Source: an optimization exercise on an open RTL-to-GDS flow (aim: small area, a short achievable clock period and few clock cycles). Production flows keep margins and buffers that such runs may drop. The RTL was checked by simulation tests, not by an equivalence proof against the original design.

==> flow/design.v <==
`default_nettype none
package dcache_geom_pkg;
    localparam int ADDR_W = 32;   
    localparam int TAG_W  = 26;
    localparam int IDX_W  = 3;
    localparam int SETS   = 8;
    localparam int WAYS   = 2;
    typedef union packed {
        logic [ADDR_W-1:0] raw;
        struct packed {
            logic [TAG_W-1:0] tag;
            logic [IDX_W-1:0] idx;
            logic             blkoff;    
            logic [1:0]       byteoff;
        } fields;
    } dcache_addr_u;
endpackage
`default_nettype wire
`default_nettype none
package dcache_cpu_pkg;
    typedef logic [31:0] word_t;
    localparam word_t SC_OK_WORD   = 32'd1;
    localparam word_t SC_FAIL_WORD = 32'd0;
endpackage
`default_nettype wire
`default_nettype none
`timescale 1ns/1ps
module dcache_link (
    input  logic        CLK,
    input  logic        nRST,
    input  logic [31:0] addr,
    input  logic        dmemREN,
    input  logic        dmemWEN,
    input  logic        datomic,
    input  logic        active,      
    input  logic        sc_chk,      
    output logic        link_valid,
    output logic        sc_ok_r
);
    logic [31:2] link_addr;
    logic        addr_match;
    assign addr_match = (link_addr == addr[31:2]);
    always_ff @(posedge CLK or negedge nRST) begin
        if (!nRST) begin
            link_valid <= 1'b0;
        end else if (active) begin
            if (dmemREN && datomic) begin
                link_valid <= 1'b1;    
            end else if (dmemWEN && (datomic || addr_match)) begin
                link_valid <= 1'b0;    
            end
        end
    end
    always_ff @(posedge CLK) begin
        if (dmemREN && datomic) begin
            link_addr <= addr[31:2];
        end
        sc_ok_r <= (link_valid || sc_chk) && addr_match;
    end
endmodule
`default_nettype wire
`default_nettype none
`timescale 1ns/1ps
import dcache_geom_pkg::*;
import dcache_cpu_pkg::*;
module dcache (
    input  logic                               CLK,
    input  logic                               nRST,
    input  logic                               dmemREN,
    input  logic                               dmemWEN,
    input  logic                               datomic,
    input  logic                               halt,
    input  dcache_geom_pkg::dcache_addr_u      dmemaddr,
    input  dcache_cpu_pkg::word_t              dmemstore,
    output logic                               dhit,
    output dcache_cpu_pkg::word_t              dmemload,
    output logic                               flushed,
    output logic                               dREN,
    output logic                               dWEN,
    output logic [dcache_geom_pkg::ADDR_W-1:0] daddr,
    output dcache_cpu_pkg::word_t              dstore,
    input  dcache_cpu_pkg::word_t              dload,
    input  logic                               dwait
);
    logic sc, sc_chk, sc_ok_r, link_valid, halted;
    assign sc = dmemWEN && datomic;
    always_ff @(posedge CLK or negedge nRST) begin
        if (!nRST) begin
            sc_chk <= 1'b0;
        end else begin
            sc_chk <= sc_chk ? (sc_ok_r && dwait) : (sc && link_valid && !halted);
        end
    end
    assign halted = halt;
    assign flushed = halt;
    assign dREN   = dmemREN && !halted;
    assign dWEN   = !halted && (sc_chk ? sc_ok_r : (dmemWEN && !datomic));
    assign daddr  = dmemaddr.raw;    
    assign dstore = dmemstore;
    assign dhit = !halted && (sc_chk ? (!sc_ok_r || !dwait)
                                     : ((dmemREN || (dmemWEN && !datomic)) && !dwait
                                        || sc && !link_valid));
    assign dmemload[31:1] = (dmemWEN || sc_chk) ? '0 : dload[31:1];
    assign dmemload[0]    = sc_chk ? sc_ok_r : (!dmemWEN && dload[0]);
    dcache_link i_link (
        .CLK, .nRST, .addr(dmemaddr.raw),
        .dmemREN, .dmemWEN, .datomic,
        .active(!halted), .sc_chk, .link_valid, .sc_ok_r
    );
endmodule
`default_nettype wire
make LEC_CHECK=0 CAP_MARGIN=20 CORE_MARGIN=2 CORE_UTILIZATION=65 SETUP_SLACK_MARGIN=5 SLEW_MARGIN=20 finish   # period 11.0 ns
run.sh (not shown) runs the stock make flow with config.mk's settings and CLKGATE_MAP_FILE= SYNTH_SCRIPT=/design/flow/synth_recipe.tcl, a recipe that flattens the netlist after the stock synthesis.
The starting point did not get past global placement.
Testbench counts at the start, summed over its fixed seeds: cycles 6,748.
Then changed:
==> flow/flow/run.sh (new file) <==
#!/bin/bash
# Standard layout with three changes to how it is built (the constraints are untouched):
#  - port buffers are the plain buf_1 cell rather than the cell buffer_ports picks by
#    default (a slow delay buffer);
#  - repair_timing is asked for more setup slack, so that it sizes the port-to-port
#    paths, which otherwise meet the clock with room to spare and stay at minimum size;
#  - the clock tree for the few flip-flops is built from clkbuf_4 cells, without the
#    dummy loads CTS adds for balancing.
set -e
cd "$(dirname "$0")/.."
cat >> config.mk <<'MK'
export BUFFER_PORTS_ARGS = -buffer_cell sky130_fd_sc_hd__buf_1
export SETUP_SLACK_MARGIN = 5.8
export CTS_ARGS = -sink_clustering_enable -repair_clock_nets -dont_use_dummy_load -buf_list sky130_fd_sc_hd__clkbuf_4 -root_buf sky130_fd_sc_hd__clkbuf_4 -sink_clustering_buffer sky130_fd_sc_hd__clkbuf_4 -tree_buf sky130_fd_sc_hd__clkbuf_4
MK
bash standard.sh > standard.log 2>&1
==> flow/standard.sh (new file) <==
#!/bin/bash
# synth_recipe.tcl (not shown) runs the flow's synth.tcl, then flattens the netlist and writes it again
# the make line also repeats each setting of config.mk as NAME=value (left out here)
make -C /OpenROAD-flow-scripts/flow DESIGN_CONFIG=/design/flow/config.mk WORK_HOME=/design/flow/orfs CLKGATE_MAP_FILE= SYNTH_SCRIPT=/design/flow/synth_recipe.tcl "${@:-finish}"
--- a/flow/config.mk
+++ b/flow/config.mk
@@ -9,4 +9,6 @@
 export CORE_MARGIN = 2
 export CORE_UTILIZATION = 65
-export SETUP_SLACK_MARGIN = 5
 export SLEW_MARGIN = 20
+export BUFFER_PORTS_ARGS = -buffer_cell sky130_fd_sc_hd__buf_1
+export SETUP_SLACK_MARGIN = 5.8
+export CTS_ARGS = -sink_clustering_enable -repair_clock_nets -dont_use_dummy_load -buf_list sky130_fd_sc_hd__clkbuf_4 -root_buf sky130_fd_sc_hd__clkbuf_4 -sink_clustering_buffer sky130_fd_sc_hd__clkbuf_4 -tree_buf sky130_fd_sc_hd__clkbuf_4
removed: flow/run.sh
=> This time the run finished with timing, DRC and antenna clean. Area after synthesis does not change. Synthesized cell count does not change.

separate check: timing with driven ports:
Ports are ideal in the flow. The routed layout listed here was re-timed in OpenROAD.
Step 1, drivers: a clkbuf_16 drives CLK and a buf_2 each remaining input, both assumed.
Step 2 moves the port delays by t, midway between the first and last clock arrival at a register: inputs arrive t later, outputs are due t later. That takes back most of the time a late clock gives input paths.
Slacks: ideal / step 1 / step 2; pairs: ideal / step 1.
run: the second run
t, ns: 0.330
slack for setup (ns): 5.821 / 5.793 / 5.793
worst hold slack (ns): 0.568 / 0.568 / 0.568
After both steps setup and hold are still met in the second run. The setup slack of the second run moves by -0.028 ns with the drivers and by -0.028 ns with both steps.
